This is an optimization exercise on Yosys and OpenROAD, whose aim is small area and a short achievable clock period, not a production implementation. Function was checked by simulation only, so behaviour that the tests miss may differ from the original.

==> 08-02 <==
==> flow/design.v <==
module frame_writer #(
  parameter int ROWS = 10,
  parameter int COLS = 20,
  parameter int DW   = 12,
  parameter int AW   = 10
)(
  input  logic          clk,
  input  logic          rst_n,
  input  logic          start,
  input  logic          in_valid,
  output logic          in_ready,
  input  logic [DW-1:0] in_data,
  input  logic [AW-1:0] rd_x,
  input  logic [AW-1:0] rd_y,
  output logic [DW-1:0] rd_data,
  output logic [AW-1:0] wr_x,
  output logic [AW-1:0] wr_y,
  output logic          busy,
  output logic          done
);
  localparam int XW = ROWS > 1 ? $clog2(ROWS) : 1;
  localparam int YW = COLS > 1 ? $clog2(COLS) : 1;
  logic          busy_q, done_q;
  logic [XW-1:0] x_q;
  logic [YW-1:0] y_q;
  logic          accept, last_col, last_row;
  assign busy     = busy_q;
  assign in_ready = busy_q;
  assign done     = done_q;
  assign wr_x     = AW'(x_q);
  assign wr_y     = AW'(y_q);
  assign accept   = in_valid && busy_q;
  assign last_col = y_q == YW'(COLS - 1);
  assign last_row = x_q == XW'(ROWS - 1);
  always_ff @(posedge clk or negedge rst_n)
    if (!rst_n) begin
      busy_q <= 1'b0;
      done_q <= 1'b0;
      x_q    <= '0;
      y_q    <= '0;
    end else begin
      done_q <= accept && last_col && last_row;
      if (busy_q) begin
        if (accept) begin
          if (last_col && last_row) busy_q <= 1'b0;
          y_q <= last_col ? '0 : y_q + 1'b1;
          if (last_col) x_q <= last_row ? '0 : x_q + 1'b1;
        end
      end else if (!done_q && start) begin
        busy_q <= 1'b1;
      end
    end
  logic [ROWS-1:0] wrow;
  logic [COLS-1:0] wcol;
  always_comb begin
    for (int x = 0; x < ROWS; x++) wrow[x] = accept && x_q == XW'(x);
    for (int y = 0; y < COLS; y++) wcol[y] = y_q == YW'(y);
  end
  logic [ROWS*COLS-1:0][DW-1:0] pix;
  for (genvar x = 0; x < ROWS; x++) begin : g_row
    for (genvar y = 0; y < COLS; y++) begin : g_col
      always_ff @(posedge clk)
        if (wrow[x] && wcol[y]) pix[x*COLS+y] <= in_data;
    end
  end
  logic [ROWS-1:0] rrow;
  logic [COLS-1:0] rcol;
  logic [ROWS*COLS-1:0] rsel;
  logic rd_ok;
  always_comb begin
    for (int x = 0; x < ROWS; x++) rrow[x] = rd_x[XW-1:0] == XW'(x);
    for (int y = 0; y < COLS; y++) rcol[y] = rd_y[YW-1:0] == YW'(y);
    for (int i = 0; i < ROWS*COLS; i++) rsel[i] = rrow[i / COLS] && rcol[i % COLS];
  end
  assign rd_ok = {1'b0, rd_x} < (AW+1)'(ROWS) && {1'b0, rd_y} < (AW+1)'(COLS);
  for (genvar b = 0; b < DW; b++) begin : g_bit
    logic [ROWS*COLS-1:0] col;
    for (genvar i = 0; i < ROWS*COLS; i++) begin : g_i
      assign col[i] = pix[i][b];
    end
    fw_andor u_sel (.d(col), .s(rsel), .ok(rd_ok), .y(rd_data[b]));
  end
endmodule
module fw_andor (
  input  logic [199:0] d,
  input  logic [199:0] s,
  input  logic         ok,
  output logic         y
);
  logic [24:0] l0;
  for (genvar g = 0; g < 25; g++) begin : g_leaf
    fw_or8 u (.d(d[8*g +: 8]), .s(s[8*g +: 8]), .y(l0[g]));
  end
  logic [8:0] l1;
  fw_nor3 u_l1_0 (.a(l0[0]), .b(l0[1]), .c(l0[2]), .y(l1[0]));
  fw_nor3 u_l1_1 (.a(l0[3]), .b(l0[4]), .c(l0[5]), .y(l1[1]));
  fw_nor3 u_l1_2 (.a(l0[6]), .b(l0[7]), .c(l0[8]), .y(l1[2]));
  fw_nor3 u_l1_3 (.a(l0[9]), .b(l0[10]), .c(l0[11]), .y(l1[3]));
  fw_nor3 u_l1_4 (.a(l0[12]), .b(l0[13]), .c(l0[14]), .y(l1[4]));
  fw_nor3 u_l1_5 (.a(l0[15]), .b(l0[16]), .c(l0[17]), .y(l1[5]));
  fw_nor3 u_l1_6 (.a(l0[18]), .b(l0[19]), .c(l0[20]), .y(l1[6]));
  fw_nor2 u_l1_7 (.a(l0[21]), .b(l0[22]), .y(l1[7]));
  fw_nor2 u_l1_8 (.a(l0[23]), .b(l0[24]), .y(l1[8]));
  logic [2:0] l2;
  fw_nand3 u_l2_0 (.a(l1[0]), .b(l1[1]), .c(l1[2]), .y(l2[0]));
  fw_nand3 u_l2_1 (.a(l1[3]), .b(l1[4]), .c(l1[5]), .y(l2[1]));
  fw_nand3 u_l2_2 (.a(l1[6]), .b(l1[7]), .c(l1[8]), .y(l2[2]));
  logic [0:0] l3;
  fw_nor3 u_l3_0 (.a(l2[0]), .b(l2[1]), .c(l2[2]), .y(l3[0]));
  logic ok_n;
  assign ok_n = ~ok;
  fw_nor2 u_out (.a(l3[0]), .b(ok_n), .y(y));
endmodule
module fw_or9 #(
  parameter int N = 9
)(
  input  logic [N-1:0] p,
  output logic         y
);
  logic [8:0] q;
  logic [2:0] n;
  assign q = 9'(p);
  for (genvar i = 0; i < 3; i++) begin : g_nor
    assign n[i] = ~|q[3*i +: 3];
  end
  assign y = ~&n;
endmodule
module fw_or_ok #(
  parameter int N = 25
)(
  input  logic [N-1:0] p,
  input  logic         ok,
  output logic         y
);
  assign y = ok & (|p);
endmodule
module fw_or8 (
  input  logic [7:0] d,
  input  logic [7:0] s,
  output logic       y
);
  logic [3:0] n;
  for (genvar i = 0; i < 4; i++) begin : g_pair
    assign n[i] = ~((d[2*i] & s[2*i]) | (d[2*i+1] & s[2*i+1]));
  end
  assign y = ~&n;
endmodule
module fw_aoi222 (input logic a, b, c, d, e, f, output logic y);
  assign y = ~((a & b) | (c & d) | (e & f));
endmodule
module fw_aoi22 (input logic a, b, c, d, output logic y);
  assign y = ~((a & b) | (c & d));
endmodule
module fw_inv (input logic a, output logic y);
  assign y = ~a;
endmodule
module fw_nand2 (input logic a, b, output logic y);
  assign y = ~(a & b);
endmodule
module fw_nand3 (input logic a, b, c, output logic y);
  assign y = ~(a & b & c);
endmodule
module fw_nand4 (input logic a, b, c, d, output logic y);
  assign y = ~(a & b & c & d);
endmodule
module fw_and2 (input logic a, b, output logic y);
  assign y = a & b;
endmodule
module fw_nor2 (input logic a, b, output logic y);
  assign y = ~(a | b);
endmodule
module fw_nor3 (input logic a, b, c, output logic y);
  assign y = ~(a | b | c);
endmodule
module fw_nor4 (input logic a, b, c, d, output logic y);
  assign y = ~(a | b | c | d);
endmodule
==> flow/flow/run.sh <==
#!/bin/bash
# Standard synthesis, then the standard layout steps with the delay-buffer cells added to the
# platform's don't-use list, so that port buffering and timing repair use plain buffers.
set -euo pipefail
bash standard.sh synth > synth.log 2>&1
DONT_USE="sky130_fd_sc_hd__probe_p_8 sky130_fd_sc_hd__probec_p_8 sky130_fd_sc_hd__lpflow_bleeder_1 sky130_fd_sc_hd__lpflow_clkbufkapwr_1 sky130_fd_sc_hd__lpflow_clkbufkapwr_16 sky130_fd_sc_hd__lpflow_clkbufkapwr_2 sky130_fd_sc_hd__lpflow_clkbufkapwr_4 sky130_fd_sc_hd__lpflow_clkbufkapwr_8 sky130_fd_sc_hd__lpflow_clkinvkapwr_1 sky130_fd_sc_hd__lpflow_clkinvkapwr_16 sky130_fd_sc_hd__lpflow_clkinvkapwr_2 sky130_fd_sc_hd__lpflow_clkinvkapwr_4 sky130_fd_sc_hd__lpflow_clkinvkapwr_8 sky130_fd_sc_hd__lpflow_decapkapwr_12 sky130_fd_sc_hd__lpflow_decapkapwr_3 sky130_fd_sc_hd__lpflow_decapkapwr_4 sky130_fd_sc_hd__lpflow_decapkapwr_6 sky130_fd_sc_hd__lpflow_decapkapwr_8 sky130_fd_sc_hd__lpflow_inputiso0n_1 sky130_fd_sc_hd__lpflow_inputiso0p_1 sky130_fd_sc_hd__lpflow_inputiso1n_1 sky130_fd_sc_hd__lpflow_inputiso1p_1 sky130_fd_sc_hd__lpflow_inputisolatch_1 sky130_fd_sc_hd__lpflow_isobufsrc_1 sky130_fd_sc_hd__lpflow_isobufsrc_16 sky130_fd_sc_hd__lpflow_isobufsrc_2 sky130_fd_sc_hd__lpflow_isobufsrc_4 sky130_fd_sc_hd__lpflow_isobufsrc_8 sky130_fd_sc_hd__lpflow_isobufsrckapwr_16 sky130_fd_sc_hd__lpflow_lsbuf_lh_hl_isowell_tap_1 sky130_fd_sc_hd__lpflow_lsbuf_lh_hl_isowell_tap_2 sky130_fd_sc_hd__lpflow_lsbuf_lh_hl_isowell_tap_4 sky130_fd_sc_hd__lpflow_lsbuf_lh_isowell_4 sky130_fd_sc_hd__lpflow_lsbuf_lh_isowell_tap_1 sky130_fd_sc_hd__lpflow_lsbuf_lh_isowell_tap_2 sky130_fd_sc_hd__lpflow_lsbuf_lh_isowell_tap_4 sky130_fd_sc_hd__fill_1 sky130_fd_sc_hd__fill_2 sky130_fd_sc_hd__fill_4 sky130_fd_sc_hd__fill_8 "
DONT_USE="$DONT_USE sky130_fd_sc_hd__clkdlybuf4s15_1 sky130_fd_sc_hd__clkdlybuf4s15_2 sky130_fd_sc_hd__clkdlybuf4s18_1 sky130_fd_sc_hd__clkdlybuf4s18_2 sky130_fd_sc_hd__clkdlybuf4s25_1 sky130_fd_sc_hd__clkdlybuf4s25_2 sky130_fd_sc_hd__clkdlybuf4s50_1 sky130_fd_sc_hd__clkdlybuf4s50_2"
bash standard.sh "DONT_USE_CELLS=$DONT_USE" finish > layout.log 2>&1
==> flow/standard.sh <==
#!/bin/bash
# synth_recipe.tcl (not shown) runs the flow's synth.tcl, then flattens the netlist and writes it again
# the make line also repeats each setting of config.mk as NAME=value (left out here)
make -C /OpenROAD-flow-scripts/flow DESIGN_CONFIG=/design/flow/config.mk WORK_HOME=/design/flow/orfs CLKGATE_MAP_FILE= SYNTH_SCRIPT=/design/flow/synth_recipe.tcl "${@:-finish}"
==> flow/config.mk <==
export PLATFORM = sky130hd
export DESIGN_NAME = frame_writer
export DESIGN_NICKNAME = frame_writer
export VERILOG_FILES = /design/flow/design.v
export SDC_FILE = /design/flow/constraint.sdc
export NUM_CORES = 4
export LEC_CHECK = 0
export CAP_MARGIN = 20
export CORE_MARGIN = 2
export CORE_UTILIZATION = 50
export CTS_CLUSTER_DIAMETER = 80
export CTS_CLUSTER_SIZE = 22
export PLACE_DENSITY = 0.65
export SETUP_SLACK_MARGIN = 4.5
export SLEW_MARGIN = 20
export SYNTH_HIERARCHICAL = 1
export SYNTH_MINIMUM_KEEP_SIZE = 0
==> flow/constraint.sdc <==
create_clock -name core_clock -period 10.0 [get_ports {clk}]
set_input_delay 2.0000 -clock core_clock [delete_from_list [all_inputs] [get_ports {clk}]]
set_output_delay 2.0000 -clock core_clock [all_outputs]
set_load 0.01 [all_outputs]
==> 11-08 (differences from 08-02) <==
--- a/flow/design.v
+++ b/flow/design.v
@@ -57,19 +57,19 @@
     for (int y = 0; y < COLS; y++) wcol[y] = y_q == YW'(y);
   end
-  logic [ROWS*COLS-1:0][DW-1:0] pix;
+  logic [ROWS*COLS-1:0][DW-1:0] pix_n;
   for (genvar x = 0; x < ROWS; x++) begin : g_row
     for (genvar y = 0; y < COLS; y++) begin : g_col
       always_ff @(posedge clk)
-        if (wrow[x] && wcol[y]) pix[x*COLS+y] <= in_data;
+        if (wrow[x] && wcol[y]) pix_n[x*COLS+y] <= ~in_data;
     end
   end
   logic [ROWS-1:0] rrow;
   logic [COLS-1:0] rcol;
-  logic [ROWS*COLS-1:0] rsel;
+  logic [ROWS*COLS-1:0] rsel_n;
   logic rd_ok;
   always_comb begin
     for (int x = 0; x < ROWS; x++) rrow[x] = rd_x[XW-1:0] == XW'(x);
     for (int y = 0; y < COLS; y++) rcol[y] = rd_y[YW-1:0] == YW'(y);
-    for (int i = 0; i < ROWS*COLS; i++) rsel[i] = rrow[i / COLS] && rcol[i % COLS];
+    for (int i = 0; i < ROWS*COLS; i++) rsel_n[i] = !(rrow[i / COLS] && rcol[i % COLS]);
   end
   assign rd_ok = {1'b0, rd_x} < (AW+1)'(ROWS) && {1'b0, rd_y} < (AW+1)'(COLS);
@@ -77,38 +77,58 @@
     logic [ROWS*COLS-1:0] col;
     for (genvar i = 0; i < ROWS*COLS; i++) begin : g_i
-      assign col[i] = pix[i][b];
+      assign col[i] = pix_n[i][b];
     end
-    fw_andor u_sel (.d(col), .s(rsel), .ok(rd_ok), .y(rd_data[b]));
+    fw_andor u_sel (.q(col), .sn(rsel_n), .ok(rd_ok), .y(rd_data[b]));
   end
 endmodule
 module fw_andor (
-  input  logic [199:0] d,
-  input  logic [199:0] s,
+  input  logic [199:0] q,
+  input  logic [199:0] sn,
   input  logic         ok,
   output logic         y
 );
-  logic [24:0] l0;
-  for (genvar g = 0; g < 25; g++) begin : g_leaf
-    fw_or8 u (.d(d[8*g +: 8]), .s(s[8*g +: 8]), .y(l0[g]));
+  logic [49:0] l0;
+  for (genvar g = 0; g < 50; g++) begin : g_leaf
+    fw_nor4cell u (.q(q[4*g +: 4]), .sn(sn[4*g +: 4]), .y_n(l0[g]));
   end
-  logic [8:0] l1;
-  fw_nor3 u_l1_0 (.a(l0[0]), .b(l0[1]), .c(l0[2]), .y(l1[0]));
-  fw_nor3 u_l1_1 (.a(l0[3]), .b(l0[4]), .c(l0[5]), .y(l1[1]));
-  fw_nor3 u_l1_2 (.a(l0[6]), .b(l0[7]), .c(l0[8]), .y(l1[2]));
-  fw_nor3 u_l1_3 (.a(l0[9]), .b(l0[10]), .c(l0[11]), .y(l1[3]));
-  fw_nor3 u_l1_4 (.a(l0[12]), .b(l0[13]), .c(l0[14]), .y(l1[4]));
-  fw_nor3 u_l1_5 (.a(l0[15]), .b(l0[16]), .c(l0[17]), .y(l1[5]));
-  fw_nor3 u_l1_6 (.a(l0[18]), .b(l0[19]), .c(l0[20]), .y(l1[6]));
-  fw_nor2 u_l1_7 (.a(l0[21]), .b(l0[22]), .y(l1[7]));
-  fw_nor2 u_l1_8 (.a(l0[23]), .b(l0[24]), .y(l1[8]));
-  logic [2:0] l2;
-  fw_nand3 u_l2_0 (.a(l1[0]), .b(l1[1]), .c(l1[2]), .y(l2[0]));
-  fw_nand3 u_l2_1 (.a(l1[3]), .b(l1[4]), .c(l1[5]), .y(l2[1]));
-  fw_nand3 u_l2_2 (.a(l1[6]), .b(l1[7]), .c(l1[8]), .y(l2[2]));
-  logic [0:0] l3;
-  fw_nor3 u_l3_0 (.a(l2[0]), .b(l2[1]), .c(l2[2]), .y(l3[0]));
+  logic [12:0] l1;
+  fw_nand4 u_l1_0 (.a(l0[0]), .b(l0[1]), .c(l0[2]), .d(l0[3]), .y(l1[0]));
+  fw_nand4 u_l1_1 (.a(l0[4]), .b(l0[5]), .c(l0[6]), .d(l0[7]), .y(l1[1]));
+  fw_nand4 u_l1_2 (.a(l0[8]), .b(l0[9]), .c(l0[10]), .d(l0[11]), .y(l1[2]));
+  fw_nand4 u_l1_3 (.a(l0[12]), .b(l0[13]), .c(l0[14]), .d(l0[15]), .y(l1[3]));
+  fw_nand4 u_l1_4 (.a(l0[16]), .b(l0[17]), .c(l0[18]), .d(l0[19]), .y(l1[4]));
+  fw_nand4 u_l1_5 (.a(l0[20]), .b(l0[21]), .c(l0[22]), .d(l0[23]), .y(l1[5]));
+  fw_nand4 u_l1_6 (.a(l0[24]), .b(l0[25]), .c(l0[26]), .d(l0[27]), .y(l1[6]));
+  fw_nand4 u_l1_7 (.a(l0[28]), .b(l0[29]), .c(l0[30]), .d(l0[31]), .y(l1[7]));
+  fw_nand4 u_l1_8 (.a(l0[32]), .b(l0[33]), .c(l0[34]), .d(l0[35]), .y(l1[8]));
+  fw_nand4 u_l1_9 (.a(l0[36]), .b(l0[37]), .c(l0[38]), .d(l0[39]), .y(l1[9]));
+  fw_nand4 u_l1_10 (.a(l0[40]), .b(l0[41]), .c(l0[42]), .d(l0[43]), .y(l1[10]));
+  fw_nand3 u_l1_11 (.a(l0[44]), .b(l0[45]), .c(l0[46]), .y(l1[11]));
+  fw_nand3 u_l1_12 (.a(l0[47]), .b(l0[48]), .c(l0[49]), .y(l1[12]));
+  logic [4:0] l2;
+  fw_nor3 u_l2_0 (.a(l1[0]), .b(l1[1]), .c(l1[2]), .y(l2[0]));
+  fw_nor3 u_l2_1 (.a(l1[3]), .b(l1[4]), .c(l1[5]), .y(l2[1]));
+  fw_nor3 u_l2_2 (.a(l1[6]), .b(l1[7]), .c(l1[8]), .y(l2[2]));
+  fw_nor2 u_l2_3 (.a(l1[9]), .b(l1[10]), .y(l2[3]));
+  fw_nor2 u_l2_4 (.a(l1[11]), .b(l1[12]), .y(l2[4]));
+  logic [1:0] l3;
+  fw_nand3 u_l3_0 (.a(l2[0]), .b(l2[1]), .c(l2[2]), .y(l3[0]));
+  fw_nand2 u_l3_1 (.a(l2[3]), .b(l2[4]), .y(l3[1]));
+  logic [0:0] l4;
+  fw_nor2 u_l4_0 (.a(l3[0]), .b(l3[1]), .y(l4[0]));
   logic ok_n;
   assign ok_n = ~ok;
-  fw_nor2 u_out (.a(l3[0]), .b(ok_n), .y(y));
+  fw_nor2 u_out (.a(l4[0]), .b(ok_n), .y(y));
+endmodule
+module fw_nor4cell (
+  input  logic [3:0] q,
+  input  logic [3:0] sn,
+  output logic       y_n
+);
+  logic [1:0] t;
+  for (genvar i = 0; i < 2; i++) begin : g_pair
+    assign t[i] = ~((sn[2*i] | q[2*i]) & (sn[2*i+1] | q[2*i+1]));
+  end
+  assign y_n = ~|t;
 endmodule
 module fw_or9 #(
Settings changed: PLACE_DENSITY 0.65 to 0.78.
==> qor.yml <==
outcome: "complete, no violations"
place_ws_ns: 1.82
crit_end: "rd_data[2]"
worst_hold_slack_ns: 0.602
pg_comb_mw: 0.704
wirelength_um: 245000
grt_max_degree: 98
irDropWorstVdd_v: 0.000195
reg_top3: "pix (2400), y_q (5), x_q (4)"
met1_usage_pct: 37.6
ff2ff_setup_slack_ns: 6.17
rows: 153
# the run above: 08-02

==> qor.yml <==
irDropWorstVdd_v: 0.000179
rsz0062_at_grt: "true"
tap_cells: 2310
ff2ff_setup_slack_ns: 6.21
outcome: "complete, no violations"
rows: 152
place_ws_ns: 1.70
avgSynthCellArea_um2: 17.0
grt_max_degree: 157
drive_above_1_share_pct: 14.8
flow.area_growth_from_synthesis_pct: 12.7
max_freq_mhz: 149
die_area_um2: 177000
synth_cell_types: 50
pg_comb_mw: 0.870
final_max_slew_viol_count: 0
reg_top3: "pix_n (2400), y_q (5), x_q (4)"
top_register: "pix_n"
met1_usage_pct: 35.7
wirelength_um: 246000
# the run above: 11-08

[afterwards: timing with drivers on the ports]
In the flow no input, the clock included, has a driving cell. The finished layouts below were timed again as built, in two steps.
Step 1 sets driving cells, clkbuf_16 on the clock port and buf_2 on the other inputs (assumed; they add their load-dependent delay and slew).
Step 2, shift: input delay + t, output delay - t, t = (earliest + latest rising clock arrival at the registers) / 2. This alone moves slack from input paths to output paths.
Three values: ideal ports, drivers, drivers and shift; two values: the first two.
| run | shift t [ns] | slack for setup (ns) | worst setup path at the end | worst register clock-pin slew, ns |
|---|---|---|---|---|
| 08-02 | 0.887 | 3.386 / 3.318 / 3.318 | input to output | 0.10 / 0.10 |
| 11-08 | 0.870 | 3.273 / 3.219 / 3.219 | input to output | 0.10 / 0.10 |
After both steps every run listed still meets setup and hold. The setup slack of 08-02, which loses most, moves by -0.068 ns with the drivers and by -0.068 ns with both steps.
